What follows belongs to an exercise in optimizing a design on an open flow for small area, a short achievable clock period and few clock cycles; a production flow would make more cautious choices. At most, simulation tests tie the RTL to the original design; equivalence was not proved. For runs 1 to 4, only the layout was checked, not whether the RTL still works. Power and IR drop assume default switching activity.

--- design/flow/run.sh ---
#!/bin/bash
# synth_recipe.tcl (not shown) runs the flow's synth.tcl, then flattens the netlist and writes it again
# the make line also repeats each setting of config.mk as NAME=value (left out here)
make -C /OpenROAD-flow-scripts/flow DESIGN_CONFIG=/design/flow/config.mk WORK_HOME=/design/flow/orfs CLKGATE_MAP_FILE= SYNTH_SCRIPT=/design/flow/synth_recipe.tcl finish
--- design/flow/config.mk ---
export PLATFORM = sky130hd
export DESIGN_NAME = bp_unit
export DESIGN_NICKNAME = bp_unit
export VERILOG_FILES = /design/flow/design.v
export SDC_FILE = /design/flow/constraint.sdc
export NUM_CORES = 4
export LEC_CHECK = 0
export CAP_MARGIN = 20
export CORE_MARGIN = 2
export CORE_UTILIZATION = 40
export SLEW_MARGIN = 20
--- design/flow/constraint.sdc ---
create_clock -name core_clock -period 5.0 [get_ports {clk}]
set_input_delay 1.0000 -clock core_clock [delete_from_list [all_inputs] [get_ports {clk}]]
set_output_delay 1.0000 -clock core_clock [all_outputs]
set_load 0.01 [all_outputs]
--- design/flow/design.v ---
`default_nettype none
package bp_pkg;
    localparam int PHT_SIZE    = 128;
    localparam int PHT_INDEX_W = $clog2(PHT_SIZE);
    localparam int PC_W = 32;
    localparam int CTR_W = 2;
    localparam logic [CTR_W-1:0] CTR_INIT = 2'd1;
    localparam int STAT_W = 16;
    typedef enum logic [6:0] {
        kind_br   = 7'b1100011,
        kind_jal  = 7'b1101111,
        kind_jalr = 7'b1100111
    } br_kind_t;
    typedef enum logic [1:0] {
        st_idle   = 2'd0,
        st_lookup = 2'd1,
        st_read   = 2'd2,
        st_ack    = 2'd3
    } hs_state_t;
endpackage
`default_nettype wire
`timescale 1ns/1ps
`default_nettype none
import bp_pkg::*;
module bp_index_stage (
    input  logic                           clk,
    input  logic                           rst,
    input  logic                           pred_req,
    input  logic [bp_pkg::PC_W-1:0]        pred_pc,
    input  logic [bp_pkg::PHT_INDEX_W-1:0] ghr,
    input  logic [bp_pkg::PHT_SIZE-1:0]    tk_bits,
    output logic                           pred_ack,
    output logic                           pred_taken,
    output logic [bp_pkg::PHT_INDEX_W-1:0] pred_index
);
    logic                   req_q;
    logic [PHT_INDEX_W-1:0] index;
    assign index = pred_pc[PHT_INDEX_W+1:2] ^ ghr;
    always_ff @(posedge clk) begin
        if (rst) begin
            req_q <= 1'b0;
        end else begin
            req_q <= pred_req;
        end
    end
    assign pred_ack = pred_req & req_q;
    always_ff @(posedge clk) begin
        pred_index <= index;
        pred_taken <= tk_bits[index];
    end
endmodule
`default_nettype wire
`timescale 1ns/1ps
`default_nettype none
import bp_pkg::*;
module pht_table (
    input  logic                           clk,
    input  logic                           rst,
    input  logic                           upd_en,
    input  logic [bp_pkg::PHT_INDEX_W-1:0] upd_index,
    input  logic                           upd_taken,
    output logic [bp_pkg::PHT_SIZE-1:0]    tk_bits
);
    localparam logic [CTR_W-1:0] CTR_MAX = {CTR_W{1'b1}};
    logic [CTR_W-1:0] ctrs [PHT_SIZE];
    logic [CTR_W-1:0] upd_old;
    logic [CTR_W-1:0] upd_new;
    always_comb begin
        upd_old = ctrs[upd_index];
        upd_new = upd_old;
        if (upd_taken && upd_old != CTR_MAX) begin
            upd_new = upd_old + 1'b1;
        end else if (!upd_taken && upd_old != '0) begin
            upd_new = upd_old - 1'b1;
        end
    end
    always_ff @(posedge clk) begin
        if (rst) begin
            for (int i = 0; i < PHT_SIZE; i++) begin
                ctrs[i] <= CTR_INIT;
            end
        end else if (upd_en) begin
            ctrs[upd_index] <= upd_new;
        end
    end
    always_comb begin
        for (int i = 0; i < PHT_SIZE; i++) begin
            tk_bits[i] = ctrs[i][CTR_W-1];
        end
    end
endmodule
`default_nettype wire
`timescale 1ns/1ps
`default_nettype none
import bp_pkg::*;
module bp_resolve_stage (
    input  logic                           clk,
    input  logic                           rst,
    input  logic                           res_req,
    input  bp_pkg::br_kind_t               res_kind,
    input  logic [bp_pkg::PHT_INDEX_W-1:0] res_index,
    input  logic                           res_taken,
    output logic                           res_ack,
    output logic [bp_pkg::PHT_INDEX_W-1:0] ghr,
    output logic                           upd_en,
    output logic [bp_pkg::PHT_INDEX_W-1:0] upd_index,
    output logic                           upd_taken,
    output logic                           stat_en,
    output logic                           is_br,
    output logic                           is_jal,
    output logic                           is_jalr
);
    logic rdy;
    logic req_q;
    always_ff @(posedge clk) begin
        if (rst) begin
            rdy   <= 1'b0;
            req_q <= 1'b0;
        end else begin
            rdy   <= 1'b1;
            req_q <= res_req;
        end
    end
    assign res_ack = res_req & rdy;
    assign is_br   = (res_kind == kind_br);
    assign is_jal  = (res_kind == kind_jal);
    assign is_jalr = (res_kind == kind_jalr);
    assign stat_en = res_req & ~req_q;
    always_ff @(posedge clk) begin
        if (rst) begin
            upd_en <= 1'b0;
        end else begin
            upd_en <= stat_en & is_br;
        end
        upd_index <= res_index;
        upd_taken <= res_taken;
    end
    always_ff @(posedge clk) begin
        if (rst) begin
            ghr <= '0;
        end else if (upd_en) begin
            ghr <= {ghr[PHT_INDEX_W-2:0], upd_taken};
        end
    end
endmodule
`default_nettype wire
`timescale 1ns/1ps
`default_nettype none
import bp_pkg::*;
module mispredict_stats (
    input  logic                      clk,
    input  logic                      rst,
    input  logic                      stat_en,
    input  logic                      is_br,
    input  logic                      is_jal,
    input  logic                      is_jalr,
    input  logic                      stat_miss,
    output logic [bp_pkg::STAT_W-1:0] br_total,
    output logic [bp_pkg::STAT_W-1:0] br_missed,
    output logic [bp_pkg::STAT_W-1:0] jal_total,
    output logic [bp_pkg::STAT_W-1:0] jal_missed,
    output logic [bp_pkg::STAT_W-1:0] jalr_total,
    output logic [bp_pkg::STAT_W-1:0] jalr_missed
);
    always_ff @(posedge clk) begin
        if (rst) begin
            br_total    <= '0;
            br_missed   <= '0;
            jal_total   <= '0;
            jal_missed  <= '0;
            jalr_total  <= '0;
            jalr_missed <= '0;
        end else if (stat_en) begin
            if (is_br) begin
                br_total <= br_total + 1'b1;
                if (stat_miss) br_missed <= br_missed + 1'b1;
            end
            if (is_jal) begin
                jal_total <= jal_total + 1'b1;
                if (stat_miss) jal_missed <= jal_missed + 1'b1;
            end
            if (is_jalr) begin
                jalr_total <= jalr_total + 1'b1;
                if (stat_miss) jalr_missed <= jalr_missed + 1'b1;
            end
        end
    end
endmodule
`default_nettype wire
`timescale 1ns/1ps
`default_nettype none
import bp_pkg::*;
module bp_unit (
    input  logic                           clk,
    input  logic                           rst,
    input  logic                           pred_req,
    input  logic [bp_pkg::PC_W-1:0]        pred_pc,
    output logic                           pred_ack,
    output logic                           pred_taken,
    output logic [bp_pkg::PHT_INDEX_W-1:0] pred_index,
    input  logic                           res_req,
    input  bp_pkg::br_kind_t               res_kind,
    input  logic [bp_pkg::PHT_INDEX_W-1:0] res_index,
    input  logic                           res_taken,
    input  logic                           res_mispred,
    output logic                           res_ack,
    output logic [bp_pkg::STAT_W-1:0]      br_total,
    output logic [bp_pkg::STAT_W-1:0]      br_missed,
    output logic [bp_pkg::STAT_W-1:0]      jal_total,
    output logic [bp_pkg::STAT_W-1:0]      jal_missed,
    output logic [bp_pkg::STAT_W-1:0]      jalr_total,
    output logic [bp_pkg::STAT_W-1:0]      jalr_missed
);
    logic [PHT_INDEX_W-1:0] ghr;
    logic                   upd_en;
    logic [PHT_INDEX_W-1:0] upd_index;
    logic                   upd_taken;
    logic                   stat_en;
    logic                   is_br;
    logic                   is_jal;
    logic                   is_jalr;
    logic [PHT_SIZE-1:0]    tk_bits;
    bp_index_stage index_stage (
        .clk          (clk),
        .rst          (rst),
        .pred_req     (pred_req),
        .pred_pc      (pred_pc),
        .ghr          (ghr),
        .tk_bits      (tk_bits),
        .pred_ack     (pred_ack),
        .pred_taken   (pred_taken),
        .pred_index   (pred_index)
    );
    pht_table pht (
        .clk          (clk),
        .rst          (rst),
        .upd_en       (upd_en),
        .upd_index    (upd_index),
        .upd_taken    (upd_taken),
        .tk_bits      (tk_bits)
    );
    bp_resolve_stage resolve_stage (
        .clk          (clk),
        .rst          (rst),
        .res_req      (res_req),
        .res_kind     (res_kind),
        .res_index    (res_index),
        .res_taken    (res_taken),
        .res_ack      (res_ack),
        .ghr          (ghr),
        .upd_en       (upd_en),
        .upd_index    (upd_index),
        .upd_taken    (upd_taken),
        .stat_en      (stat_en),
        .is_br        (is_br),
        .is_jal       (is_jal),
        .is_jalr      (is_jalr)
    );
    mispredict_stats stats (
        .clk          (clk),
        .rst          (rst),
        .stat_en      (stat_en),
        .is_br        (is_br),
        .is_jal       (is_jal),
        .is_jalr      (is_jalr),
        .stat_miss    (res_mispred),
        .br_total     (br_total),
        .br_missed    (br_missed),
        .jal_total    (jal_total),
        .jal_missed   (jal_missed),
        .jalr_total   (jalr_total),
        .jalr_missed  (jalr_missed)
    );
endmodule
`default_nettype wire
==> key figures, run 1 <==
Worst setup path
  – Worst setup EP type: register
  – Setup CP Type: register to register
  – Ordered list of cells on the worst path: and2_1, buf_4, a221oi_1, nor3_1, a2111oi_2, a32oi_1, nand2_1, ha_1, nor2b_1, a311oi_4, buf_12, nor4_1
  – Worst path max stage delay: between 0.8 and 0.9 ns
  – Critical path startpoint category: register
  – Levels on crit path: 12
  – Crit-path slowest cell: dfxtp_4
  – CP arrival: 4.78 ns
  – WP buf/inv: 2
  – Cell family with most CP delay: compound AO/OA/AOI/OAI gates
  – Worst R2R Path Depth: 12
  – Critical path startpoint: resolve_stage.upd_index[1]$_DFF_P_
  – Worst-path fanout max: 80
  – Worst EP required: 5.28 ns
  – R2R Path Start: resolve_stage.upd_index[1]$_DFF_P_

Synthesis
  – Post-Synthesis Cells: 1855
  – YS warnings: 4
  – Synth top area share: 39.77%
  – Most frequent cells after synthesis: edfxtp_1 (256), o21ai_0 (178), nand2_1 (150)
  – Synth Cell Area: 19330 sq um
  – Mean Syn Cell Area: about 10 sq um
  – Post-synth EDFFs: 256
  – Ys async rst share: 0%
  – Sequential area share after synthesis: 52.52%
  – Dominant cell type by area after synthesis: edfxtp_1
  – Synth area leaders: edfxtp_1 (40%), dfxtp_1 (13%), nor4_1 (4.6%)
  – Post-synth net total: approximately 1900
  – Yosys cell types: 61
  – Main synth FF type: edfxtp_1
  – Most frequent cell after synthesis: edfxtp_1
  – Yosys reg bits: 379

STA
  – Final hold vios: 0
  – Sum of negative setup slack: 0 ns
  – Final setup viols: 0
  – Clk_skew: 0.02592 ns
  – Unrepaired setup endpoints after global routing: no
  – Hold_ws: approximately 0.49 ns
  – Highest clock rate: ~220 MHz
  – Max Slew Vio Count: 0
  – Fin crit period: ~4.5 ns
  – PnR worst setup slack: 0.5062 ns
  – Slew margin rel.: 20.90%
  – Tightest Pin Transition: 1.182 ns
  – Final period util: 89.88%

Global route
  – First-pass GRT wire length: just under 100000 um
  – Vias in the first global route: about 16000
  – Initial antenna violation count: 0
  – Congestion Overflow GR: 0
  – Largest net degree at the start of global routing: 99
  – GRT Overall Usage: about 25%

CTS
  – Clk buf depth: 3
  – # clock sinks: between 300 and 400
  – Clock Tree Root: clkbuf_16
  – Clk pin slew, worst setup/hold paths: 0.06 ns
  – Post-cts gate resize count: 0
  – Clock latency (worst-skew pair): 0.59 ns
  – TritonCTS clock tree: yes
  – Htree depth: 2
  – Hold-fix buffers, CTS: 0
  – CTS Buf Count: 44
  – Postcts setup bufs: 0

Routing
  – Vias: 16180
  – Initial DRC count: 2009
  – Routed Antenna Nets: 0
  – Drt wl/cell: 25.15 um
  – Vias per inst: 6.306
  – DR pass1 iterations: 7
  – Drt drc: 0
  – Final WL: 64530 um

Pwr
  – Leak: 6.986 nW
  – PD cells: 331.5 nW/um^2
  – VDD IR max: between 200 and 250 uV
  – Total power draw: 7.543 mW

Cells and area
  – Final-stage net count: 1976
  – Fill count: ~4300
  – Antenna diodes: 0
  – Layout Cells excl Fill: 2566
  – Design area: 22750 sq um
  – Register area: 10160 sq um
  – Area growth syn-to-layout: 17.72%
  – Core Util, Final: between 40% and 50%
  – Share of layout cells above drive strength 1: 10.87%
  – Multi-input gate area: 8298 sq um

Worst hold path
  – Hold depth: 2
  – Hold path start: stats.jalr_missed[15]$_SDFFE_PP0P_
  – Hold Crit Class: register to register

Placed design
  – Placer Congestion: 0.9170
  – Post-DP Area: between 20000 and 25000 sq um
  – Worst slack, placed: around 0.59 ns
  – Hpwl dp: 40970 um
  – I/O Buffers: around 130
  – Placed cells: 2484

Floorplan
  – Core Region: 47750 sq um
  – Cell Rows: 80
  – Die area: 50090 sq um
  – Ports: 158
  – Initial Utilization: between 40% and 50%
  – Die width: 223.8 um
  – Die height: 223.8 um

Run status
  – Outcome: no timing/DRC/antenna violations

Run
  – Max cap viols: 0
==> sequential cells by signal (all words and copies together) (netlist names), 16 cells and up <==
signal and flops:
stats.jal_total 16, stats.br_missed 16, stats.br_total 16, pht.ctrs 256
stats.jalr_total 16, stats.jalr_missed 16, stats.jal_missed 16
==> placed cells by master, fill, tap and decap left out, types with 16 or more instances in the layout <==
cell and n:
nor3_1 16, o21ai_0 178, dfxtp_1 119, nor4_1 142, clkdlybuf4s50_1 131, xor2_1 60, nand2_1 150, nand3_1 49
mux4_2 24, xnor2_1 18, nand4b_1 49, edfxtp_1 256, and3_1 17, nand4_1 32, mux2_2 20, o211ai_1 49
mux2i_1 79, a221oi_1 33, o22ai_1 28, clkbuf_16 47, nor2_1 145, or3_1 19, buf_4 66, a21oi_1 75
==> logic make-up after synthesis <==
kind of cell    after synthesis  share of synthesized area, %
simple gates                665                         18.07
fa+ha+maj                     8                        0.5179
xor+xnor                     80                         3.664
buf+inv                     207                         4.952
flops                       379                         52.52
compound gates              392                         12.16
mux                         124                         8.112
==> metal layers <==
layer	track usage (%)	vias to the layer above	share of wire [%]
met2	40.24	944	46
met1	33.02	7841	39
met4	11.42	0	4.3
met5	0	-	0
li1	-	7188	-
met3	6.178	207	10
==> where the power goes <==
group / total (mW) / switching (mW) / internal (mW) / leakage (nW)
registers: 3.44 / 0.0560 / 3.38 / 3.25
clock network: 3.28 / 1.38 / 1.90 / 0.720
logic: 0.820 / 0.584 / 0.237 / 3.02
==> worst paths after layout <==
path,to,slack [ns]
max,pht.ctrs[66][1]$_SDFFCE_PN0P_,0.51
min,stats.jalr_missed[15]$_SDFFE_PP0P_,0.49
min reg2reg,stats.jalr_missed[15]$_SDFFE_PP0P_,0.49
max reg2reg,pht.ctrs[66][1]$_SDFFCE_PN0P_,0.51
==> layout make-up <==
cell class	count	share of cell area, %
clock inverter	28	1.105
sequential	379	44.65
timing repair buffer	207	8.782
tap	615	3.382
clock buffer	53	5.356
inverter	15	0.2475
multi-input combinational	1269	36.47
==> worst reg2reg max path: stages, from the launching register on <==
cell and delay (ns):
dfxtp_4 0.89, and2_1 0.28, buf_4 0.29, a221oi_1 0.17, nor3_1 0.35, a2111oi_2 0.11, a32oi_1 0.50, nand2_1 0.16
ha_1 0.31, nor2b_1 0.16, a311oi_4 0.41, buf_12 0.41, nor4_1 0.16
==> inputs of run 2 (changes only) <==
--- a/design/flow/design.v
+++ b/design/flow/design.v
@@ -29,5 +29,6 @@
     input  logic [bp_pkg::PC_W-1:0]        pred_pc,
     input  logic [bp_pkg::PHT_INDEX_W-1:0] ghr,
-    input  logic [bp_pkg::PHT_SIZE-1:0]    tk_bits,
+    input  logic [bp_pkg::CTR_W-1:0]       read_ctr,
+    output logic [bp_pkg::PHT_INDEX_W-1:0] lookup_index,
     output logic                           pred_ack,
     output logic                           pred_taken,
@@ -44,8 +45,9 @@
         end
     end
-    assign pred_ack = pred_req & req_q;
+    assign pred_ack     = pred_req & req_q;
+    assign lookup_index = index;
     always_ff @(posedge clk) begin
         pred_index <= index;
-        pred_taken <= tk_bits[index];
+        pred_taken <= read_ctr[CTR_W-1];
     end
 endmodule
@@ -60,31 +62,29 @@
     input  logic [bp_pkg::PHT_INDEX_W-1:0] upd_index,
     input  logic                           upd_taken,
-    output logic [bp_pkg::PHT_SIZE-1:0]    tk_bits
-);
-    localparam logic [CTR_W-1:0] CTR_MAX = {CTR_W{1'b1}};
-    logic [CTR_W-1:0] ctrs [PHT_SIZE];
-    logic [CTR_W-1:0] upd_old;
-    logic [CTR_W-1:0] upd_new;
+    input  logic [bp_pkg::PHT_INDEX_W-1:0] lookup_index,
+    output logic [bp_pkg::CTR_W-1:0]       read_ctr
+);
+    logic [CTR_W-1:0]       ctrs [PHT_SIZE];
+    logic [PHT_INDEX_W-1:0] rd_index;
+    logic [CTR_W-1:0]       wdata;
+    logic [7:0]             we_hi;
+    logic [15:0]            we_lo;
+    assign rd_index = upd_en ? upd_index : lookup_index;
+    assign read_ctr = ctrs[rd_index];
+    assign wdata[1] = ~rst & ((read_ctr[1] & read_ctr[0]) | (upd_taken & (read_ctr[1] | read_ctr[0])));
+    assign wdata[0] =  rst | ((read_ctr[1] & ~read_ctr[0]) | (upd_taken & (read_ctr[1] | ~read_ctr[0])));
     always_comb begin
-        upd_old = ctrs[upd_index];
-        upd_new = upd_old;
-        if (upd_taken && upd_old != CTR_MAX) begin
-            upd_new = upd_old + 1'b1;
-        end else if (!upd_taken && upd_old != '0) begin
-            upd_new = upd_old - 1'b1;
-        end
-    end
-    always_ff @(posedge clk) begin
-        if (rst) begin
-            for (int i = 0; i < PHT_SIZE; i++) begin
-                ctrs[i] <= CTR_INIT;
+        for (int j = 0; j < 8; j++) begin
+            we_hi[j] = rst | (upd_en & (upd_index[6:4] == j[2:0]));
+        end
+        for (int k = 0; k < 16; k++) begin
+            we_lo[k] = rst | (upd_index[3:0] == k[3:0]);
+        end
+    end
+    always_ff @(posedge clk) begin
+        for (int i = 0; i < PHT_SIZE; i++) begin
+            if (we_hi[i/16] & we_lo[i%16]) begin
+                ctrs[i] <= wdata;
             end
-        end else if (upd_en) begin
-            ctrs[upd_index] <= upd_new;
-        end
-    end
-    always_comb begin
-        for (int i = 0; i < PHT_SIZE; i++) begin
-            tk_bits[i] = ctrs[i][CTR_W-1];
         end
     end
@@ -163,27 +163,32 @@
     output logic [bp_pkg::STAT_W-1:0] jalr_missed
 );
-    always_ff @(posedge clk) begin
-        if (rst) begin
-            br_total    <= '0;
-            br_missed   <= '0;
-            jal_total   <= '0;
-            jal_missed  <= '0;
-            jalr_total  <= '0;
-            jalr_missed <= '0;
-        end else if (stat_en) begin
-            if (is_br) begin
-                br_total <= br_total + 1'b1;
-                if (stat_miss) br_missed <= br_missed + 1'b1;
+    logic [5:0]        inc;
+    logic [STAT_W-1:0] cnt  [6];
+    logic [STAT_W-1:0] carry [6];
+    assign inc[0] = stat_en & is_br;
+    assign inc[1] = stat_en & is_br & stat_miss;
+    assign inc[2] = stat_en & is_jal;
+    assign inc[3] = stat_en & is_jal & stat_miss;
+    assign inc[4] = stat_en & is_jalr;
+    assign inc[5] = stat_en & is_jalr & stat_miss;
+    always_comb begin
+        for (int c = 0; c < 6; c++) begin
+            carry[c][0] = 1'b1;
+            for (int i = 1; i < STAT_W; i++) begin
+                carry[c][i] = carry[c][i-1] & cnt[c][i-1];
             end
-            if (is_jal) begin
-                jal_total <= jal_total + 1'b1;
-                if (stat_miss) jal_missed <= jal_missed + 1'b1;
-            end
-            if (is_jalr) begin
-                jalr_total <= jalr_total + 1'b1;
-                if (stat_miss) jalr_missed <= jalr_missed + 1'b1;
-            end
-        end
-    end
+        end
+    end
+    always_ff @(posedge clk) begin
+        for (int c = 0; c < 6; c++) begin
+            cnt[c] <= {STAT_W{~rst}} & (cnt[c] ^ ({STAT_W{inc[c]}} & carry[c]));
+        end
+    end
+    assign br_total    = cnt[0];
+    assign br_missed   = cnt[1];
+    assign jal_total   = cnt[2];
+    assign jal_missed  = cnt[3];
+    assign jalr_total  = cnt[4];
+    assign jalr_missed = cnt[5];
 endmodule
 `default_nettype wire
@@ -220,5 +225,6 @@
     logic                   is_jal;
     logic                   is_jalr;
-    logic [PHT_SIZE-1:0]    tk_bits;
+    logic [PHT_INDEX_W-1:0] lookup_index;
+    logic [CTR_W-1:0]       read_ctr;
     bp_index_stage index_stage (
         .clk          (clk),
@@ -227,5 +233,6 @@
         .pred_pc      (pred_pc),
         .ghr          (ghr),
-        .tk_bits      (tk_bits),
+        .read_ctr     (read_ctr),
+        .lookup_index (lookup_index),
         .pred_ack     (pred_ack),
         .pred_taken   (pred_taken),
@@ -238,5 +245,6 @@
         .upd_index    (upd_index),
         .upd_taken    (upd_taken),
-        .tk_bits      (tk_bits)
+        .lookup_index (lookup_index),
+        .read_ctr     (read_ctr)
     );
     bp_resolve_stage resolve_stage (
--- a/design/flow/config.mk
+++ b/design/flow/config.mk
@@ -6,6 +6,8 @@
 export NUM_CORES = 4
 export LEC_CHECK = 0
+export ABC_CLOCK_PERIOD_IN_PS = 2500
 export CAP_MARGIN = 20
 export CORE_MARGIN = 2
 export CORE_UTILIZATION = 40
+export SETUP_SLACK_MARGIN = 2.5
 export SLEW_MARGIN = 20
==> key figures, run 2 <==
Placed design
  – Placer Congestion: 0.9701
  – Worst slack, placed: -0.09895 ns
  – I/O Buffers: 132
  – Hpwl dp: 37270 um

CTS
  – Htree depth: 2
  – Clock latency (worst-skew pair): around 0.58 ns
  – # clock sinks: roughly 380
  – TritonCTS clock tree: yes
  – CTS Buf Count: 42
  – Hold-fix buffers, CTS: 0
  – Clk buf depth: 3
  – Clock Tree Root: clkbuf_16
  – Clk pin slew, worst setup/hold paths: roughly 0.06 ns

Synthesis
  – Yosys cell types: 69
  – Post-Synthesis Cells: 1357
  – Post-synth EDFFs: about 260
  – Dominant cell type by area after synthesis: edfxtp_1
  – Most frequent cells after synthesis: nor2_1 (261), edfxtp_1 (256), dfxtp_1 (123)
  – Ys async rst share: 0%
  – Main synth FF type: edfxtp_1
  – Synth Cell Area: 15800 sq um
  – Sequential area share after synthesis: roughly 64%
  – Most frequent cell after synthesis: nor2_1
  – YS warnings: 7
  – Yosys reg bits: 379
  – Mean Syn Cell Area: 11.64 sq um
  – Synth top area share: 48.65%
  – Post-synth net total: 1415
  – Synth area leaders: edfxtp_1 (49%), dfxtp_1 (16%), nor2_1 (6.2%)

Routing
  – Top Metal Used: met5
  – Drt wl/cell: 25.23 um
  – Drt drc: 0
  – Final WL: a little under 60000 um
  – Initial DRC count: 1577
  – Vias: 13629
  – WL met2: 26900 um
  – Met1 Routed Length: roughly 22000 um
  – Routed wl met3: around 6700 um
  – Vias per inst: approximately 5.8
  – Routed Antenna Nets: 0
  – DR pass1 iterations: 6

STA
  – PnR worst setup slack: ~0.7 ns
  – Final setup viols: 0
  – Max Slew Vio Count: 0
  – Unrepaired setup endpoints after global routing: yes
  – Final period util: 85.74%
  – Highest clock rate: 233.3 MHz
  – Fin crit period: 4.287 ns
  – Final hold vios: 0
  – Clk_skew: ~0.034 ns
  – Slew margin rel.: 17.80%
  – Tightest Pin Transition: between 1 and 1.5 ns

Cells and area
  – Fill count: about 3000
  – Most flops, register: pht.ctrs
  – Share of layout cells above drive strength 1: 30.79%
  – Area growth syn-to-layout: 48.89%
  – Commonest non-fill, non-tap cell in the layout: edfxtp_1
  – Core Util, Final: about three fifths
  – Max FFs per register: 256
  – Antenna diodes: 0
  – Top Registers: pht.ctrs (256), stats.cnt (96)
  – Final-stage net count: 1845
  – Commonest non-fill, non-tap cells in the layout: edfxtp_1 (256), nor2_1 (250), buf_4 (212)

Pwr
  – Switch Pwr: 2.134 mW
  – Logic pwr share: 17.6%
  – Switching share of total power: about a quarter
  – Leak: 9.252 nW
  – PD cells: between 300 and 400 nW/um^2
  – Clock power share: 37.7%
  – VDD IR max: 256.1 uV
  – Sequential share of power: 44.8%
  – Pint: approximately 6.5 mW

Global route
  – Congestion Overflow GR: 0
  – Largest net degree at the start of global routing: 84
  – GRT Overall Usage: approximately 27%
  – First-pass GRT wire length: 83300 um
  – Initial antenna violation count: 2
  – Vias in the first global route: about 13000

Floorplan
  – Initial Utilization: 40.69%
  – Ports: 158
  – Die height: 202.7 um
  – Die area: 41110 sq um
  – Core Region: 38830 sq um
  – Die width: 202.7 um
  – Cell Rows: 72

Worst setup path
  – Crit-path slowest cell: nor4_4
  – CP arrival: 4.59 ns
  – Cell family with most CP delay: buffers and inverters
  – Worst path max stage delay: 0.47 ns
  – Worst setup EP type: register
  – Most frequent CP cell: buf_4
  – Worst EP required: between 5 and 6 ns
  – Critical path startpoint category: input port
  – WP buf/inv: 9
  – Worst-path fanout max: 10
  – Setup CP Type: input port to register
  – Ordered list of cells on the worst path: buf_8, xor2_4, buf_6, o21ai_4, buf_6, buf_6, nor4_4, buf_4, a222oi_1, buf_4, nor2_4, nor4b_4, buf_4, nand4b_1, nor4_4, buf_4, o2bb2ai_4, a22o_4, clkbuf_16

Worst hold path
  – Hold Crit Class: register to register

Run status
  – Outcome: no timing/DRC/antenna violations

Run
  – Max cap viols: 0
run 2: changes by cell type in the layout (fill, tap and decap cells not counted), moves of 70 or more:
cell / change
nor4_1: -138
buf_4: +146
dlygate4sd2_1: +70
nand2_1: -91
nor2_1: +105
clkdlybuf4s50_1: -105
o21ai_0: -171
run 2: path summary, 6_finish.rpt:
check / from / end / slack [ns] / depth (start not counted)
worst max-delay path: pred_pc[3] / pht.ctrs[127][1]$_DFFE_PP_ / 0.71 / 19
worst min-delay path: stats.cnt[4][15]$_DFF_P_ / stats.cnt[4][15]$_DFF_P_ / 0.49 / 2
worst max register to register: resolve_stage.upd_en$_SDFF_PP0_ / pht.ctrs[127][1]$_DFFE_PP_ / 0.81 / 17
worst min register to register: stats.cnt[4][15]$_DFF_P_ / stats.cnt[4][15]$_DFF_P_ / 0.49 / 2
run 2: final cells by class:
type                    count  area, sq um  share of cell area, %
multi-input cells         893         6327                  26.90
inverters                  13        51.30                 0.2181
clock inverters            15        231.5                 0.9839
clock buffers              61         1216                  5.170
flip-flops and latches    379        10170                  43.22
repair buffers            458         4882                  20.75
well taps                 518        648.1                  2.755
run 2: timing repair:
item | CTS | global route
endpoints found under the hold margin | 0 | 0
endpoints found under the setup margin | 385 | 301
gates resized for setup | 247 | 98
pin swaps | 49 | 52
gates cloned | 16 | 19
setup buffers | 92 | 59
run 2: metrics by stage:
stage / hold WS, ns / cells / area [sq um] / TNS (ns) / power [mW]
floorplan: 0.4880 / 1357 / 16190 / 0 / 4.249
global placement: 0.4759 / 2075 / 19250 / -87.76 / 4.709
detailed placement: 0.4916 / 2075 / 19260 / -10.58 / 4.713
CTS: 0.5002 / 2259 / 22250 / 0 / 8.337
global route: 0.5350 / 2337 / 23530 / 0 / 8.848
finish: 0.4943 / 2337 / 23530 / 0 / 8.635
run 2: cell families (layout without fill, tap and decap cells):
family	count (synthesis)	in the layout	synth area share, %
compound gates	198	200	9.091
fa+ha+maj	7	7	0.5385
mux	18	19	1.362
xor+xnor	97	97	5.424
flops	379	379	64.24
simple gates	570	570	16.93
buf+inv	88	547	2.415
run 2: power groups by stage:
stage / sequential, mW / combinational, mW / clock [mW]
6_report: 3.87 / 1.52 / 3.25
5_1_grt: 3.88 / 1.56 / 3.41
4_1_cts: 3.86 / 1.19 / 3.29
3_5_place_dp: 3.92 / 0.796 / 0
3_3_place_gp: 3.92 / 0.793 / 0
2_1_floorplan: 3.88 / 0.368 / 0
run 2: worst min-delay path: cells and delay by family, from the launching register on:
family,cells,cell delay [ns]
and+or+nand+nor,1,0.07
DFF,1,0.32
AOI/OAI and AO/OA,1,0.06
run 2: routing by layer:
layer  up-vias  GRT usage, %
met3       207         6.533
met5         -             0
met2       853         42.99
li1       5899             -
met1      6668         35.11
met4         2         14.44
==> inputs of run 3 (changes only) <==
--- a/design/flow/config.mk
+++ b/design/flow/config.mk
@@ -6,8 +6,6 @@
 export NUM_CORES = 4
 export LEC_CHECK = 0
-export ABC_CLOCK_PERIOD_IN_PS = 2500
 export CAP_MARGIN = 20
 export CORE_MARGIN = 2
 export CORE_UTILIZATION = 40
-export SETUP_SLACK_MARGIN = 2.5
 export SLEW_MARGIN = 20
==> key figures, run 3 <==
Worst hold path
  – Hold depth: 2
  – Hold Crit Class: register to register
  – Hold path start: stats.cnt[4][15]$_DFF_P_
  – Hold EP: stats.cnt[4][15]$_DFF_P_

Synthesis
  – Post-synth EDFFs: 256
  – Post-synth net total: 1415
  – Synth top area share: 48.65%
  – Yosys cell types: 69
  – Most frequent cell after synthesis: nor2_1
  – Synth area leaders: edfxtp_1 (49%), dfxtp_1 (16%), nor2_1 (6.2%)
  – Main combinational cell family by area after synthesis: simple AND/OR/NAND/NOR gates
  – Main synth FF type: edfxtp_1
  – Ys async rst share: 0%
  – YS warnings: 7
  – Yosys reg bits: approximately 380
  – Post-synthesis xor/xnor area fraction: between 5 and 6%
  – Synth Area in Simple Gates: 16.93%
  – Adder-Cell Fraction of Synth Area: less than 1%
  – Compound-Gate Fraction of Synth Area: 9.091%
  – Most frequent cells after synthesis: nor2_1 (261), edfxtp_1 (256), dfxtp_1 (123)
  – Post-Synthesis Cells: between 1000 and 1500
  – Synth Cell Area: around 16000 sq um
  – Dominant cell type by area after synthesis: edfxtp_1
  – Sequential area share after synthesis: 64.24%
  – Mean Syn Cell Area: 11.64 sq um
  – Proportion of synthesized area in mux cells: under 10%

Pwr
  – Switching share of total power: 24.98%
  – Leak: 7.141 nW
  – Total power draw: 7.799 mW
  – Sequential share of power: 49.5%
  – Clock power share: 40.4%
  – VDD IR max: 251.1 uV
  – PD cells: roughly 380 nW/um^2
  – Switch Pwr: 1.948 mW
  – Logic pwr share: around a tenth
  – Pint: between 5 and 6 mW

Cells and area
  – Final-stage net count: approximately 1700
  – Top Registers: pht.ctrs (256), stats.cnt (96)
  – Commonest non-fill, non-tap cell in the layout: nor2_1
  – Area growth syn-to-layout: 29.99%
  – Share of layout cells above drive strength 1: 16.93%
  – Max FFs per register: around 260
  – Commonest non-fill, non-tap cells in the layout: nor2_1 (261), edfxtp_1 (256), buf_4 (149)
  – Most flops, register: pht.ctrs
  – Antenna diodes: 0

Global route
  – Initial antenna violation count: 0
  – GRT Overall Usage: 25.79%
  – GR Layer Usage met2: 40.57%
  – Largest net degree at the start of global routing: 81
  – Congestion Overflow GR: 0
  – First-pass GRT wire length: 78130 um
  – GRT met1 Usage: 33.96%
  – Vias in the first global route: approximately 12000
  – Most Used Layer, Global Route: met2
  – M3 GR Usage: 6.549%

Floorplan
  – Initial Utilization: 40.69%
  – Die height: 202.7 um
  – Cell Rows: 72
  – Ports: 158
  – Die area: 41110 sq um
  – Core Region: between 30000 and 40000 sq um
  – Die width: roughly 200 um

Placed design
  – Hpwl dp: approximately 37000 um
  – Worst slack, placed: -0.2935 ns
  – Placer Congestion: slightly below 1
  – I/O Buffers: 132

Routing
  – Vias: 12396
  – Drt wl/cell: 24.58 um
  – DR pass1 iterations: 7
  – Routed Antenna Nets: 0
  – Vias per inst: 5.691
  – Drt drc: 0
  – Initial DRC count: 1288
  – Final WL: 53530 um

Worst setup path
  – WP buf/inv: 4
  – Ordered list of cells on the worst path: clkdlybuf4s50_1, xor2_1, mux2_2, buf_12, nor4_2, a211oi_1, nor3_1, a2111oi_1, and2_1, nor4_1, buf_4, o22ai_1, a21oi_4, buf_12
  – Worst path max stage delay: roughly 0.89 ns
  – Critical path startpoint: pred_pc[4]
  – Critical R2R Capture: pht.ctrs[46][0]$_DFFE_PP_
  – Worst R2R Path Depth: 14
  – Cell family with most CP delay: simple AND/OR/NAND/NOR gates
  – R2R Setup Slk: 0.41 ns
  – Crit-path slowest cell: nor4_2
  – Worst EP required: 5.34 ns
  – CP arrival: approximately 5.1 ns
  – Worst setup EP type: register
  – Worst-path fanout max: 66
  – R2R Path Start: resolve_stage.upd_en$_SDFF_PP0_
  – Setup CP Type: input port to register
  – Most frequent CP cell: buf_12
  – Critical path startpoint category: input port

CTS
  – Postcts setup bufs: 0
  – TritonCTS clock tree: yes
  – CTS Buf Count: 43
  – Clock latency (worst-skew pair): 0.58 ns
  – Htree depth: 2
  – Hold-fix buffers, CTS: 0
  – # clock sinks: approximately 380
  – Clk pin slew, worst setup/hold paths: 0.06 ns
  – Post-cts gate resize count: 0
  – Clk buf depth: 3
  – Clock Tree Root: clkbuf_16

STA
  – Highest clock rate: 209.2 MHz
  – Max Slew Vio Count: 0
  – Hold_ws: 0.5019 ns
  – Sum of negative setup slack: 0 ns
  – Clk_skew: 0.03694 ns
  – Unrepaired setup endpoints after global routing: no
  – Fin crit period: 4.780 ns
  – Final period util: a little over nine tenths
  – Tightest Pin Transition: between 1 and 1.5 ns
  – Slew margin rel.: 19.30%
  – Final setup viols: 0
  – PnR worst setup slack: 0.2203 ns
  – Final hold vios: 0

Run
  – Max cap viols: 0

Run status
  – Outcome: no timing/DRC/antenna violations
## run 3: cell counts after synthesis
No cell type changed its count.
## run 3: worst register-to-register path: cells and delay by family (launching register included)
family	cells	cell delay (ns)
AOI/OAI and AO/OA	5	0.75
and+or+nand+nor	5	2.03
DFF	1	0.52
buffers and inverters	4	1.01
## run 3: layout make-up
| class | instances | area [sq um] |
|---|---|---|
| clock inverter | 26 | 262.8 |
| tap | 518 | 648.1 |
| fill | 3418 | 18290 |
| sequential | 379 | 10150 |
| clock buffer | 52 | 1131 |
| inverter | 13 | 48.80 |
| timing repair buffer | 300 | 2830 |
| multi-input combinational | 890 | 5468 |
## run 3: routing by layer
layer	share of wire, %	routed length (um)
met2	46	24650
met5	0	0
met3	9.6	5150
met1	40	21310
met4	4.5	2425
## run 3: cell families (layout without fill, tap and decap cells)
kind of cell,count (synthesis),after routing
multiplexers,18,18
AND/OR/NAND/NOR,570,570
adder cells (fa/ha/maj),7,7
buffers and inverters,88,391
AO/OA/AOI/OAI,198,198
XOR/XNOR,97,97
flip-flops,379,379
## run 3: per-stage QoR
stage	instance area [sq um]	util (%)	std cells
floorplan	15820	-	1357
global placement	19120	49.24	2100
detailed placement	19140	49.29	2100
CTS	20530	52.88	2178
global route	20540	52.90	2178
finish	20540	52.90	2178
## run 3: worst max-delay path by stage
stage                                  to  slack (ns)  cells past startpoint
2_1_floorplan    pht.ctrs[0][0]$_DFFE_PP_        0.04                     11
3_3_place_gp    pht.ctrs[99][0]$_DFFE_PP_       -0.33                     14
3_5_place_dp    pht.ctrs[33][0]$_DFFE_PP_       -0.29                     14
4_1_cts        pht.ctrs[120][0]$_DFFE_PP_        0.28                     14
5_1_grt         pht.ctrs[46][0]$_DFFE_PP_      0.0004                     14
6_report        pht.ctrs[46][0]$_DFFE_PP_        0.22                     14
## run 3: power groups by stage
stage	Sequential (mW)	Clock [mW]	Combinational (mW)
2_1_floorplan	3.88	0	0.343
3_3_place_gp	3.91	0	0.771
3_5_place_dp	3.92	0	0.779
4_1_cts	3.85	3.19	0.782
5_1_grt	3.87	3.32	0.833
6_report	3.86	3.15	0.792
==> inputs of run 4 (changes only) <==
--- a/design/flow/design.v
+++ b/design/flow/design.v
@@ -59,4 +59,6 @@
     input  logic                           clk,
     input  logic                           rst,
+    input  logic                           res_req,
+    input  logic [bp_pkg::PHT_INDEX_W-1:0] res_index,
     input  logic                           upd_en,
     input  logic [bp_pkg::PHT_INDEX_W-1:0] upd_index,
@@ -67,11 +69,15 @@
     logic [CTR_W-1:0]       ctrs [PHT_SIZE];
     logic [PHT_INDEX_W-1:0] rd_index;
+    logic [CTR_W-1:0]       old_q;
     logic [CTR_W-1:0]       wdata;
     logic [7:0]             we_hi;
     logic [15:0]            we_lo;
-    assign rd_index = upd_en ? upd_index : lookup_index;
+    assign rd_index = res_req ? res_index : lookup_index;
     assign read_ctr = ctrs[rd_index];
-    assign wdata[1] = ~rst & ((read_ctr[1] & read_ctr[0]) | (upd_taken & (read_ctr[1] | read_ctr[0])));
-    assign wdata[0] =  rst | ((read_ctr[1] & ~read_ctr[0]) | (upd_taken & (read_ctr[1] | ~read_ctr[0])));
+    always_ff @(posedge clk) begin
+        old_q <= read_ctr;
+    end
+    assign wdata[1] = ~rst & ((old_q[1] & old_q[0]) | (upd_taken & (old_q[1] | old_q[0])));
+    assign wdata[0] =  rst | ((old_q[1] & ~old_q[0]) | (upd_taken & (old_q[1] | ~old_q[0])));
     always_comb begin
         for (int j = 0; j < 8; j++) begin
@@ -242,4 +248,6 @@
         .clk          (clk),
         .rst          (rst),
+        .res_req      (res_req),
+        .res_index    (res_index),
         .upd_en       (upd_en),
         .upd_index    (upd_index),
--- a/design/flow/config.mk
+++ b/design/flow/config.mk
@@ -6,6 +6,8 @@
 export NUM_CORES = 4
 export LEC_CHECK = 0
+export ABC_CLOCK_PERIOD_IN_PS = 2500
 export CAP_MARGIN = 20
 export CORE_MARGIN = 2
 export CORE_UTILIZATION = 40
+export SETUP_SLACK_MARGIN = 2.5
 export SLEW_MARGIN = 20
==> key figures, run 4 <==
Cells and area
  – Max FFs per register: about 260
  – Area growth syn-to-layout: 40.96%
  – Top Registers: pht.ctrs (256), stats.cnt (96)
  – Commonest non-fill, non-tap cells in the layout: edfxtp_1 (256), nor2_1 (250), buf_4 (192)
  – Fill count: 3378
  – Final-stage net count: 1834
  – Share of layout cells above drive strength 1: between 30% and 40%
  – Design area: ~23000 sq um
  – Commonest non-fill, non-tap cell in the layout: edfxtp_1
  – Most flops, register: pht.ctrs

Floorplan
  – Cell Rows: 73
  – Die height: 205.9 um
  – Die width: 205.9 um
  – Initial Utilization: 40.76%
  – Core Region: about 40000 sq um
  – Ports: 158
  – Die area: 42390 sq um

Synthesis
  – Dominant cell type by area after synthesis: edfxtp_1
  – Post-synth net total: 1465
  – Synth top area share: between 40% and 50%
  – Sequential area share after synthesis: between 60% and 70%
  – Main synth FF type: edfxtp_1
  – Synth area leaders: edfxtp_1 (47%), dfxtp_1 (15%), nor2_1 (5.9%)
  – Post-Synthesis Cells: 1407
  – Yosys cell types: 68
  – Mean Syn Cell Area: 11.59 sq um
  – Most frequent cell after synthesis: edfxtp_1
  – Most frequent cells after synthesis: edfxtp_1 (256), nor2_1 (255), dfxtp_1 (124)
  – Synth Cell Area: ~16000 sq um
  – Post-synth EDFFs: about 260
  – Yosys reg bits: 380
  – Ys async rst share: 0%
  – YS warnings: 7

Pwr
  – VDD IR max: 270.4 uV
  – PD cells: ~360 nW/um^2
  – Leak: 8.797 nW

STA
  – Final hold vios: 0
  – Highest clock rate: slightly above 300 MHz
  – Unrepaired setup endpoints after global routing: yes
  – Final period util: 65.54%
  – Slew margin rel.: 30.30%
  – Max Slew Vio Count: 0
  – Sum of negative setup slack: 0 ns
  – Tightest Pin Transition: 1.045 ns
  – Fin crit period: 3.277 ns
  – PnR worst setup slack: 1.723 ns
  – Final setup viols: 0
  – Clk_skew: between 0.015 and 0.02 ns

Global route
  – GRT met1 Usage: 39.27%
  – Largest net degree at the start of global routing: 128
  – Initial antenna violation count: 2
  – GR Layer Usage met2: 43.89%
  – Congestion Overflow GR: 0
  – M3 GR Usage: between 9 and 10%
  – Vias in the first global route: 13638
  – Most Used Layer, Global Route: met2
  – GRT Overall Usage: 29.57%
  – First-pass GRT wire length: 90410 um

Run
  – Max cap viols: 0

Worst setup path
  – Crit-path slowest cell: or4_4
  – Worst R2R Path Depth: 11
  – Worst path max stage delay: 0.58 ns
  – Setup CP Type: input port to register
  – CP arrival: 3.73 ns
  – Critical path startpoint category: input port
  – Worst EP required: 5.45 ns
  – Worst setup EP type: register
  – Worst-path fanout max: 7
  – Ordered list of cells on the worst path: clkdlybuf4s15_2, mux2i_4, buf_12, buf_12, nor4_4, buf_4, a22oi_2, o22ai_2, or4_4, nor4_4, nand4_1, o21bai_1

Run status
  – Outcome: no timing/DRC/antenna violations

Placed design
  – Worst slack, placed: 0.3396 ns
  – Placer Congestion: 0.9566
  – Hpwl dp: 39300 um
  – Post-DP Area: 19010 sq um
  – I/O Buffers: 132

Routing
  – DR pass1 iterations: 5
  – Vias per inst: 5.945
  – Final WL: 62630 um
  – Drt wl/cell: about 27 um
  – Routed Antenna Nets: 0
  – Drt drc: 0
  – Vias: 13894
  – Initial DRC count: 1516

Worst hold path
  – Hold depth: 2
  – Hold Crit Class: register to register

CTS
  – Htree depth: 2
  – Clock Tree Root: clkbuf_16
  – Clock latency (worst-skew pair): just under 0.6 ns
  – Clk pin slew, worst setup/hold paths: 0.06 ns
  – Clk buf depth: 3
  – CTS Buf Count: 43
  – # clock sinks: 380
  – TritonCTS clock tree: yes
==> run 4: cell count changes after synthesis, sizes merged, moves of 8 or more <==
cell   before  now
nand3     103   74
a21oi      27   55
nand2      65   83
and3       11   22
xnor2      42   53
xor2       55   44
and4       13   21
==> run 4: path summary, 6_finish.rpt <==
path                                          start                        endpoint  slack [ns]
setup / recovery                       res_index[0]  index_stage.pred_taken$_DFF_P_        1.72
hold / removal             pht.ctrs[0][0]$_DFFE_PP_            pht.old_q[0]$_DFF_P_        0.49
setup reg to reg  resolve_stage.ghr[0]$_SDFFE_PP0P_  index_stage.pred_taken$_DFF_P_        1.85
hold reg to reg            pht.ctrs[0][0]$_DFFE_PP_            pht.old_q[0]$_DFF_P_        0.49
==> run 4: cell type report <==
cell class / count / area [sq um] / area share, %
diodes: 2 / 5.005 / 0.02177
flip-flops and latches: 380 / 10190 / 44.34
inverters: 14 / 52.55 / 0.2286
repair buffers: 396 / 3804 / 16.55
well taps: 525 / 656.9 / 2.858
multi-input cells: 941 / 6789 / 29.54
clock inverters: 18 / 240.2 / 1.045
clock buffers: 61 / 1245 / 5.416
==> run 4: cells by family after synthesis <==
kind of cell	count (synthesis)	synth area share, %
AO/OA/AOI/OAI	246	10.53
XOR/XNOR	97	5.302
adder cells (fa/ha/maj)	6	0.4604
buffers and inverters	88	2.448
flip-flops	380	62.37
multiplexers	30	2.302
AND/OR/NAND/NOR	560	16.59
==> run 4: per-layer routing <==
layer | wire length [um] | part of all wire (%)
met5 | 0 | 0
met4 | 3454 | 5.5
met3 | 7238 | 12
met2 | 27110 | 43
met1 | 24820 | 40
==> run 4: where the power goes <==
part           internal [mW]  total, mW  switching, mW  leakage [nW]
registers               3.75       3.85          0.103          3.39
logic                  0.403       1.14          0.741          4.68
clock network           2.00       3.31           1.31         0.728
==> run 4: timing repair <==
action / in CTS / in global routing
gates cloned: 8 / 0
setup endpoints to repair: 165 / 66
resized for setup: 287 / 56
pin swaps: 57 / 41
setup buffers: 128 / 50
hold buffers: 0 / 0
==> run 4: metrics by stage <==
step	instances	power, mW	hold slack [ns]	utilization, %
2_1_floorplan	1407	4.326	0.4654	-
6_report	2337	8.303	0.4939	57.45
5_1_grt	2337	8.507	0.5383	57.45
3_3_place_gp	2069	4.775	0.4873	47.46
3_5_place_dp	2069	4.780	0.4820	47.51
4_1_cts	2284	8.244	0.4921	55.73
==> run 4: worst max-delay path, delay by kind of cell <==
kind | cells | cell delay [ns]
AO/OA/AOI/OAI | 3 | 0.55
buffers and inverters | 4 | 0.80
multiplexers | 1 | 0.29
AND/OR/NAND/NOR | 4 | 1.07
==> inputs of run 5 (changes only) <==
--- a/design/flow/design.v
+++ b/design/flow/design.v
@@ -29,12 +29,13 @@
     input  logic [bp_pkg::PC_W-1:0]        pred_pc,
     input  logic [bp_pkg::PHT_INDEX_W-1:0] ghr,
-    input  logic [bp_pkg::CTR_W-1:0]       read_ctr,
-    output logic [bp_pkg::PHT_INDEX_W-1:0] lookup_index,
+    input  logic [bp_pkg::PHT_SIZE-1:0]    tk_bits,
     output logic                           pred_ack,
     output logic                           pred_taken,
     output logic [bp_pkg::PHT_INDEX_W-1:0] pred_index
 );
+    localparam int HALF = PHT_SIZE / 2;
     logic                   req_q;
     logic [PHT_INDEX_W-1:0] index;
+    logic [1:0]             cand;
     assign index = pred_pc[PHT_INDEX_W+1:2] ^ ghr;
     always_ff @(posedge clk) begin
@@ -45,10 +46,11 @@
         end
     end
-    assign pred_ack     = pred_req & req_q;
-    assign lookup_index = index;
+    assign pred_ack = pred_req & req_q;
     always_ff @(posedge clk) begin
         pred_index <= index;
-        pred_taken <= read_ctr[CTR_W-1];
-    end
+        cand[0]    <= tk_bits[{1'b0, index[PHT_INDEX_W-2:0]}];
+        cand[1]    <= tk_bits[{1'b1, index[PHT_INDEX_W-2:0]}];
+    end
+    assign pred_taken = pred_index[PHT_INDEX_W-1] ? cand[1] : cand[0];
 endmodule
 `default_nettype wire
@@ -59,25 +61,30 @@
     input  logic                           clk,
     input  logic                           rst,
-    input  logic                           res_req,
     input  logic [bp_pkg::PHT_INDEX_W-1:0] res_index,
     input  logic                           upd_en,
     input  logic [bp_pkg::PHT_INDEX_W-1:0] upd_index,
     input  logic                           upd_taken,
-    input  logic [bp_pkg::PHT_INDEX_W-1:0] lookup_index,
-    output logic [bp_pkg::CTR_W-1:0]       read_ctr
-);
-    logic [CTR_W-1:0]       ctrs [PHT_SIZE];
-    logic [PHT_INDEX_W-1:0] rd_index;
-    logic [CTR_W-1:0]       old_q;
-    logic [CTR_W-1:0]       wdata;
-    logic [7:0]             we_hi;
-    logic [15:0]            we_lo;
-    assign rd_index = res_req ? res_index : lookup_index;
-    assign read_ctr = ctrs[rd_index];
-    always_ff @(posedge clk) begin
-        old_q <= read_ctr;
-    end
-    assign wdata[1] = ~rst & ((old_q[1] & old_q[0]) | (upd_taken & (old_q[1] | old_q[0])));
-    assign wdata[0] =  rst | ((old_q[1] & ~old_q[0]) | (upd_taken & (old_q[1] | ~old_q[0])));
+    output logic [bp_pkg::PHT_SIZE-1:0]    tk_bits
+);
+    localparam int HALF = PHT_SIZE / 2;
+    logic [CTR_W-1:0] ctrs [PHT_SIZE];
+    logic [CTR_W-1:0] cand_lo;
+    logic [CTR_W-1:0] cand_hi;
+    logic [CTR_W-1:0] old;
+    logic [CTR_W-1:0] wdata;
+    logic [7:0]       we_hi;
+    logic [15:0]      we_lo;
+    always_comb begin
+        for (int i = 0; i < PHT_SIZE; i++) begin
+            tk_bits[i] = ctrs[i][CTR_W-1];
+        end
+    end
+    always_ff @(posedge clk) begin
+        cand_lo <= ctrs[{1'b0, res_index[PHT_INDEX_W-2:0]}];
+        cand_hi <= ctrs[{1'b1, res_index[PHT_INDEX_W-2:0]}];
+    end
+    assign old = upd_index[PHT_INDEX_W-1] ? cand_hi : cand_lo;
+    assign wdata[1] = ~rst & ((old[1] & old[0]) | (upd_taken & (old[1] | old[0])));
+    assign wdata[0] =  rst | ((old[1] & ~old[0]) | (upd_taken & (old[1] | ~old[0])));
     always_comb begin
         for (int j = 0; j < 8; j++) begin
@@ -231,6 +238,5 @@
     logic                   is_jal;
     logic                   is_jalr;
-    logic [PHT_INDEX_W-1:0] lookup_index;
-    logic [CTR_W-1:0]       read_ctr;
+    logic [PHT_SIZE-1:0]    tk_bits;
     bp_index_stage index_stage (
         .clk          (clk),
@@ -239,6 +245,5 @@
         .pred_pc      (pred_pc),
         .ghr          (ghr),
-        .read_ctr     (read_ctr),
-        .lookup_index (lookup_index),
+        .tk_bits      (tk_bits),
         .pred_ack     (pred_ack),
         .pred_taken   (pred_taken),
@@ -248,11 +253,9 @@
         .clk          (clk),
         .rst          (rst),
-        .res_req      (res_req),
         .res_index    (res_index),
         .upd_en       (upd_en),
         .upd_index    (upd_index),
         .upd_taken    (upd_taken),
-        .lookup_index (lookup_index),
-        .read_ctr     (read_ctr)
+        .tk_bits      (tk_bits)
     );
     bp_resolve_stage resolve_stage (
--- a/design/flow/config.mk
+++ b/design/flow/config.mk
@@ -10,4 +10,3 @@
 export CORE_MARGIN = 2
 export CORE_UTILIZATION = 40
-export SETUP_SLACK_MARGIN = 2.5
 export SLEW_MARGIN = 20
==> key figures, run 5 <==
Floorplan
  – Cell Rows: 75
  – Die width: 210.9 um
  – Core Region: roughly 42000 sq um
  – Ports: 158
  – Initial Utilization: about two fifths
  – Die height: around 210 um
  – Die area: 44500 sq um

Worst hold path
  – Hold Crit Class: register to register

Synthesis
  – Post-synth EDFFs: about 260
  – Synth area leaders: edfxtp_1 (45%), dfxtp_1 (15%), nor2_1 (5.4%)
  – Dominant cell type by area after synthesis: edfxtp_1
  – Main synth FF type: edfxtp_1
  – Post-synth net total: 1471
  – Most frequent cell after synthesis: edfxtp_1
  – Most frequent cells after synthesis: edfxtp_1 (256), nor2_1 (248), dfxtp_1 (128)
  – Synth top area share: 44.88%
  – Yosys cell types: 82
  – YS warnings: 7
  – Mean Syn Cell Area: 12.12 sq um
  – Sequential area share after synthesis: between 50% and 60%
  – Yosys reg bits: between 300 and 400
  – Synth Cell Area: about 17000 sq um
  – Post-Synthesis Cells: around 1400
  – Ys async rst share: 0%

STA
  – Final setup viols: 0
  – Sum of negative setup slack: 0 ns
  – Final hold vios: 0
  – Unrepaired setup endpoints after global routing: no
  – Highest clock rate: 283.4 MHz
  – Clk_skew: around 0.024 ns
  – Max Slew Vio Count: 0
  – Tightest Pin Transition: about 1.2 ns
  – Final period util: between 70% and 80%
  – Fin crit period: 3.529 ns
  – Slew margin rel.: 21.16%

CTS
  – Post-cts gate resize count: 0
  – CTS Buf Count: 42
  – Clock latency (worst-skew pair): 0.59 ns
  – TritonCTS clock tree: yes
  – Hold-fix buffers, CTS: 0
  – Clk pin slew, worst setup/hold paths: approximately 0.06 ns
  – Clock Tree Root: clkbuf_16
  – Clk buf depth: 3
  – Htree depth: 2
  – # clock sinks: 384
  – Postcts setup bufs: 0

Cells and area
  – Final-stage net count: 1608
  – Top Registers: pht.ctrs (256), stats.cnt (96)
  – Fill count: 3780
  – Register area: 10250 sq um
  – Share of layout cells above drive strength 1: 13.76%
  – Commonest non-fill, non-tap cell in the layout: edfxtp_1
  – Area growth syn-to-layout: 20.14%
  – Commonest non-fill, non-tap cells in the layout: edfxtp_1 (256), nor2_1 (247), dfxtp_1 (128)
  – Multi-input gate area: 6546 sq um
  – Most flops, register: pht.ctrs
  – Max FFs per register: 256

Routing
  – Initial DRC count: 1644
  – Final WL: 56520 um
  – Drt drc: 0
  – Routed Antenna Nets: 0
  – Drt wl/cell: 26.61 um
  – Vias per inst: between 6 and 7
  – Vias: 12840
  – DR pass1 iterations: 7

Pwr
  – Leak: 6.933 nW
  – Total power draw: 7.428 mW
  – VDD IR max: 215.4 uV
  – PD cells: 360.9 nW/um^2

Global route
  – Largest net degree at the start of global routing: 129
  – GRT Overall Usage: roughly a quarter
  – Congestion Overflow GR: 0
  – Vias in the first global route: 12527
  – First-pass GRT wire length: 82700 um
  – Initial antenna violation count: 2

Run
  – Max cap viols: 0

Worst setup path
  – Worst path max stage delay: approximately 0.81 ns
  – CP arrival: 4.00 ns
  – Setup CP Type: input port to register
  – Worst-path fanout max: 17
  – Critical path startpoint category: input port
  – Worst setup EP type: register
  – Worst EP required: 5.47 ns
  – Crit-path slowest cell: xnor2_4
  – Ordered list of cells on the worst path: clkdlybuf4s50_1, xnor2_4, buf_4, mux4_2, a22oi_1, and3_1, a31oi_1, a211o_1

Placed design
  – Hpwl dp: 37530 um
  – I/O Buffers: about 130
  – Placer Congestion: 0.9923

Run status
  – Outcome: no timing/DRC/antenna violations
run 5: changes by cell type after synthesis, moves of 9 or more:
| cell | before | now |
|---|---|---|
| a221oi_1 | 6 | 18 |
| o22ai_1 | 14 | 1 |
| nor4_1 | 17 | 4 |
| and4_1 | 21 | 6 |
| nor2b_1 | 16 | 30 |
| and2_1 | 6 | 15 |
| nand3_1 | 74 | 34 |
| a22oi_1 | 56 | 33 |
| a32o_1 | 1 | 11 |
| mux2_2 | 9 | 20 |
| mux4_2 | 0 | 34 |
| nand2_1 | 83 | 51 |
| xnor2_1 | 53 | 40 |
| o21ai_0 | 15 | 24 |
run 5: layer usage:
metal / wire length, um / part of all wire (%) / track usage, %
met1: 22450 / 40 / 34.48
met2: 24480 / 43 / 37.73
met3: 7040 / 12 / 7.196
met4: 2545 / 4.5 / 11.83
met5: 0 / 0 / 0
run 5: cell families (layout without fill, tap and decap cells):
group                      Yosys count  in the layout  share of synthesized area (%)
muxes                               72             72                          6.837
DFF                                384            384                          59.83
adders and majority gates            6              6                         0.4382
AOI/OAI and AO/OA                  241            241                          10.10
and+or+nand+nor                    513            513                          15.33
xor gates and xnor gates            89             89                          4.594
other                                0              1                              0
buffers and inverters              108            279                          2.863
run 5: area by class of cell:
cell class	instances	share of cell area, %
antenna	1	0.01216
clock buffer	52	5.435
multi-input combinational	921	31.81
tap	539	3.277
clock inverter	26	1.179
timing repair buffer	177	8.049
sequential	384	49.80
inverter	24	0.4377
run 5: power breakdown:
part / internal (mW) / switching [mW] / total, mW
combinational: 0.220 / 0.460 / 0.680
clock: 1.72 / 1.33 / 3.05
sequential: 3.60 / 0.0877 / 3.69
run 5: final timing paths:
check                                         start                                 to  slack [ns]  cells past startpoint
setup / recovery                         pred_pc[2]        index_stage.cand[0]$_DFF_P_        1.47                      8
hold reg to reg   resolve_stage.ghr[6]$_SDFFE_PP0P_  index_stage.pred_index[6]$_DFF_P_        0.45                      1
hold / removal    resolve_stage.ghr[6]$_SDFFE_PP0P_  index_stage.pred_index[6]$_DFF_P_        0.45                      1
setup reg to reg  resolve_stage.ghr[0]$_SDFFE_PP0P_        index_stage.cand[0]$_DFF_P_        2.01                      7
run 5: critical path: cells and delay by family:
| kind | cells | cell delay, ns |
|---|---|---|
| buffers and inverters | 2 | 0.85 |
| xor gates and xnor gates | 1 | 0.81 |
| AOI/OAI and AO/OA | 3 | 0.59 |
| muxes | 1 | 0.52 |
| and+or+nand+nor | 1 | 0.22 |
run 5: per-stage QoR:
stage / util (%) / hold slack (ns) / cell area, sq um / instances / setup WS [ns]
finish: 48.85 / 0.4493 / 20580 / 2124 / 1.471
floorplan: - / 0.4301 / 17130 / 1413 / 0.1246
detailed placement: 45.59 / 0.4452 / 19210 / 2044 / 0.9233
global route: 48.84 / 0.4788 / 20580 / 2123 / 1.380
CTS: 48.82 / 0.4583 / 20570 / 2122 / 1.538
global placement: 45.59 / 0.4457 / 19210 / 2044 / 0.9387
Testbench counts of run 5, summed over its fixed seeds: cycles 60,000.
==> inputs of run 6 (changes only) <==
--- a/design/flow/config.mk
+++ b/design/flow/config.mk
@@ -10,3 +10,6 @@
 export CORE_MARGIN = 2
 export CORE_UTILIZATION = 40
+export CTS_BUF_LIST = sky130_fd_sc_hd__clkbuf_8
+export CTS_CLUSTER_SIZE = 30
+export SETUP_SLACK_MARGIN = 2.6
 export SLEW_MARGIN = 20
==> key figures, run 6 <==
Worst setup path
  – WP buf/inv: 3
  – Worst EP required: 5.58 ns
  – Setup CP Type: input port to register
  – CP arrival: 3.02 ns
  – Worst setup EP type: register
  – Worst-path fanout max: 28
  – Ordered list of cells on the worst path: buf_12, buf_12, buf_4, or3b_2, a2111oi_4, a31o_2, nor4_2, o2111ai_1, o22a_1
  – Most frequent CP cell: buf_12
  – Worst path max stage delay: 0.51 ns
  – Crit-path slowest cell: or3b_2
  – Critical path startpoint category: input port
  – Cell family with most CP delay: compound AO/OA/AOI/OAI gates

Synthesis
  – YS warnings: 7
  – Synth Cell Area: ~17000 sq um
  – Most frequent cells after synthesis: edfxtp_1 (256), nor2_1 (248), dfxtp_1 (128)
  – Post-Synthesis Cells: 1413
  – Synth area leaders: edfxtp_1 (45%), dfxtp_1 (15%), nor2_1 (5.4%)
  – Most frequent cell after synthesis: edfxtp_1
  – Dominant cell type by area after synthesis: edfxtp_1
  – Post-synth net total: ~1500
  – Yosys reg bits: ~380
  – Ys async rst share: 0%
  – Main synth FF type: edfxtp_1
  – Synth top area share: 44.88%
  – Yosys cell types: 82
  – Sequential area share after synthesis: 59.83%
  – Mean Syn Cell Area: 12.12 sq um
  – Post-synth EDFFs: approximately 260

Cells and area
  – Share of layout cells above drive strength 1: 22.79%
  – Commonest non-fill, non-tap cells in the layout: edfxtp_1 (256), nor2_1 (244), dfxtp_1 (99)
  – Top Registers: pht.ctrs (256), stats.cnt (96)
  – Final-stage net count: 1679
  – Area growth syn-to-layout: 25.01%
  – Design area: 21410 sq um
  – Most flops, register: pht.ctrs
  – Commonest non-fill, non-tap cell in the layout: edfxtp_1
  – Core Util, Final: between 50% and 60%
  – Fill count: ~3700
  – Layout Cells excl Fill: about 2200
  – Max FFs per register: 256

STA
  – Highest clock rate: 410.7 MHz
  – Sum of negative setup slack: 0 ns
  – Final setup viols: 0
  – Hold_ws: roughly 0.47 ns
  – Max Slew Vio Count: 0
  – Final hold vios: 0
  – PnR worst setup slack: 2.565 ns
  – Clk_skew: 0.02672 ns
  – Final period util: 48.70%
  – Tightest Pin Transition: 1.179 ns
  – Fin crit period: between 2 and 2.5 ns
  – Unrepaired setup endpoints after global routing: yes
  – Slew margin rel.: 21.42%

Placed design
  – Post-DP Area: 19220 sq um
  – Placed cells: 2042
  – I/O Buffers: 132
  – Hpwl dp: between 30000 and 40000 um
  – Worst slack, placed: 1.170 ns
  – Placer Congestion: 0.9631

Routing
  – Final WL: 60100 um
  – Drt wl/cell: 27.12 um
  – Initial DRC count: 1719
  – Vias: 13505
  – Drt drc: 0
  – Vias per inst: 6.094
  – Routed Antenna Nets: 0
  – DR pass1 iterations: 7

Floorplan
  – Die area: about 44000 sq um
  – Cell Rows: 75
  – Ports: approximately 160
  – Die width: 210.9 um
  – Core Region: 42130 sq um
  – Die height: 210.9 um
  – Initial Utilization: approximately two fifths

Run
  – Max cap viols: 0

Global route
  – Congestion Overflow GR: 0
  – Initial antenna violation count: 2
  – GR Layer Usage met2: between 40 and 50%
  – Vias in the first global route: 13188
  – Most Used Layer, Global Route: met2
  – Largest net degree at the start of global routing: 84
  – First-pass GRT wire length: 86830 um
  – GRT met1 Usage: 34.53%
  – GRT Overall Usage: a little over a quarter
  – M3 GR Usage: 7.315%

Pwr
  – PD cells: ~340 nW/um^2
  – Leak: 7.840 nW
  – Pint: 5.413 mW
  – Switching share of total power: 26.57%
  – Clock power share: 39.2%
  – Switch Pwr: 1.959 mW
  – Sequential share of power: 50.2%
  – Logic pwr share: 10.6%
  – VDD IR max: approximately 170 uV
  – Total power draw: 7.371 mW

CTS
  – Clock latency (worst-skew pair): 0.65 ns
  – Clk pin slew, worst setup/hold paths: around 0.06 ns
  – # clock sinks: 384
  – Hold-fix buffers, CTS: 0
  – Htree depth: 3
  – Clk buf depth: 3
  – TritonCTS clock tree: yes
  – CTS Buf Count: between 60 and 70
  – Clock Tree Root: clkbuf_8

Worst hold path
  – Hold Crit Class: register to register

Run status
  – Outcome: no timing/DRC/antenna violations
## run 6: cell types whose count changed in the layout (fill, tap and decap cells not counted), sizes merged, moves of 2 or more
| cell | change |
|---|---|
| buf | +48 |
| clkbuf | +40 |
| inv | +24 |
| dlygate4sd2 | +71 |
| clkdlybuf4s50 | -119 |
| bufbuf | +2 |
| clkinv | -2 |
| o21ai | +2 |
| clkdlybuf4s15 | +27 |
## run 6: per-layer routing
metal,part of all wire (%),vias up
li1,-,5762
met1,39,6642
met2,44,889
met3,11,212
met4,6.1,0
met5,0,-
## run 6: layout make-up
cell class | count | area [sq um] | share of cell area, %
multi-input cells | 924 | 6823 | 31.86
well taps | 539 | 674.4 | 3.149
flip-flops and latches | 384 | 10290 | 48.03
diodes | 1 | 2.502 | 0.01169
repair buffers | 218 | 2190 | 10.22
inverters | 24 | 93.84 | 0.4382
clock inverters | 46 | 244.0 | 1.139
clock buffers | 80 | 1101 | 5.142
## run 6: logic make-up (layout without fill, tap and decap cells)
logic type      after synthesis  in the layout  share of synthesized area [%]
mux                          72             72                          6.837
simple gates                513            513                          15.33
fa+ha+maj                     6              6                         0.4382
compound gates              241            244                          10.10
other cells                   0              1                              0
xor+xnor                     89             89                          4.594
buf+inv                     108            368                          2.863
flops                       384            384                          59.83
## run 6: worst register-to-register path, delay by kind of cell (launching register included)
kind / cells / cell delay, ns
buffers and inverters: 1 / 0.27
flip-flops: 1 / 0.54
multiplexers: 1 / 0.45
AO/OA/AOI/OAI: 2 / 0.71
## run 6: timing repair
action                     4_1_cts  5_1_grt
pin swaps                       24       20
gates resized for setup        254       83
setup endpoints to repair      279      151
buffers inserted                26       13
gates cloned                     6        2
## run 6: worst paths after layout
check	start	to	slack, ns	depth (start not counted)
max reg2reg	resolve_stage.upd_index[6]$_DFF_P_	pht.ctrs[18][1]$_DFFE_PP_	2.65	4
min reg2reg	resolve_stage.ghr[6]$_SDFFE_PP0P_	index_stage.pred_index[6]$_DFF_P_	0.47	1
max	res_index[0]	pht.cand_hi[1]$_DFF_P_	2.56	9
min	resolve_stage.ghr[6]$_SDFFE_PP0P_	index_stage.pred_index[6]$_DFF_P_	0.47	1
## run 6: power groups by stage
stage,registers [mW],clock network (mW),logic [mW]
floorplan,3.71,0,0.398
global placement,3.76,0,0.659
detailed placement,3.75,0,0.667
CTS,3.69,2.95,0.731
global route,3.70,3.07,0.810
finish,3.70,2.89,0.783

## port drivers added, routing unchanged
No port has a modelled driver above. Below, the same layouts with a new extraction and two added sets of constraints. Step 1, drivers: a clkbuf_16 drives clk and a buf_2 each remaining input, both assumed. Step 2 times the ports against the registers' clock, not the clock port: input delays grow and output delays shrink by t, the midpoint of the rising clock arrivals with the driver on. Slacks: no drivers / after step 1 / after step 2; pairs: no drivers / after step 1.
| run | t (ns) | slack for setup (ns) | worst setup path after step 2 | worst register clock-pin slew, ns |
|---|---|---|---|---|
| run 1 | 0.635 | 0.506 / 0.506 / 0.506 | register to register | 0.07 / 0.07 |
| run 2 | 0.621 | 0.713 / 0.716 / 0.095 | input to register | 0.06 / 0.06 |
| run 3 | 0.611 | 0.220 / 0.229 / -0.382 | input to register | 0.06 / 0.06 |
| run 4 | 0.627 | 1.723 / 1.725 / 1.098 | input to register | 0.07 / 0.07 |
| run 5 | 0.631 | 1.471 / 1.506 / 0.876 | input to register | 0.07 / 0.07 |
| run 6 | 0.693 | 2.565 / 2.503 / 1.810 | input to register | 0.07 / 0.07 |
With both steps, setup timing fails in run 3, where it was met with ideal ports. For run 6, which loses most, drivers alone change the setup slack by -0.062 ns; drivers and shift together by -0.755 ns.
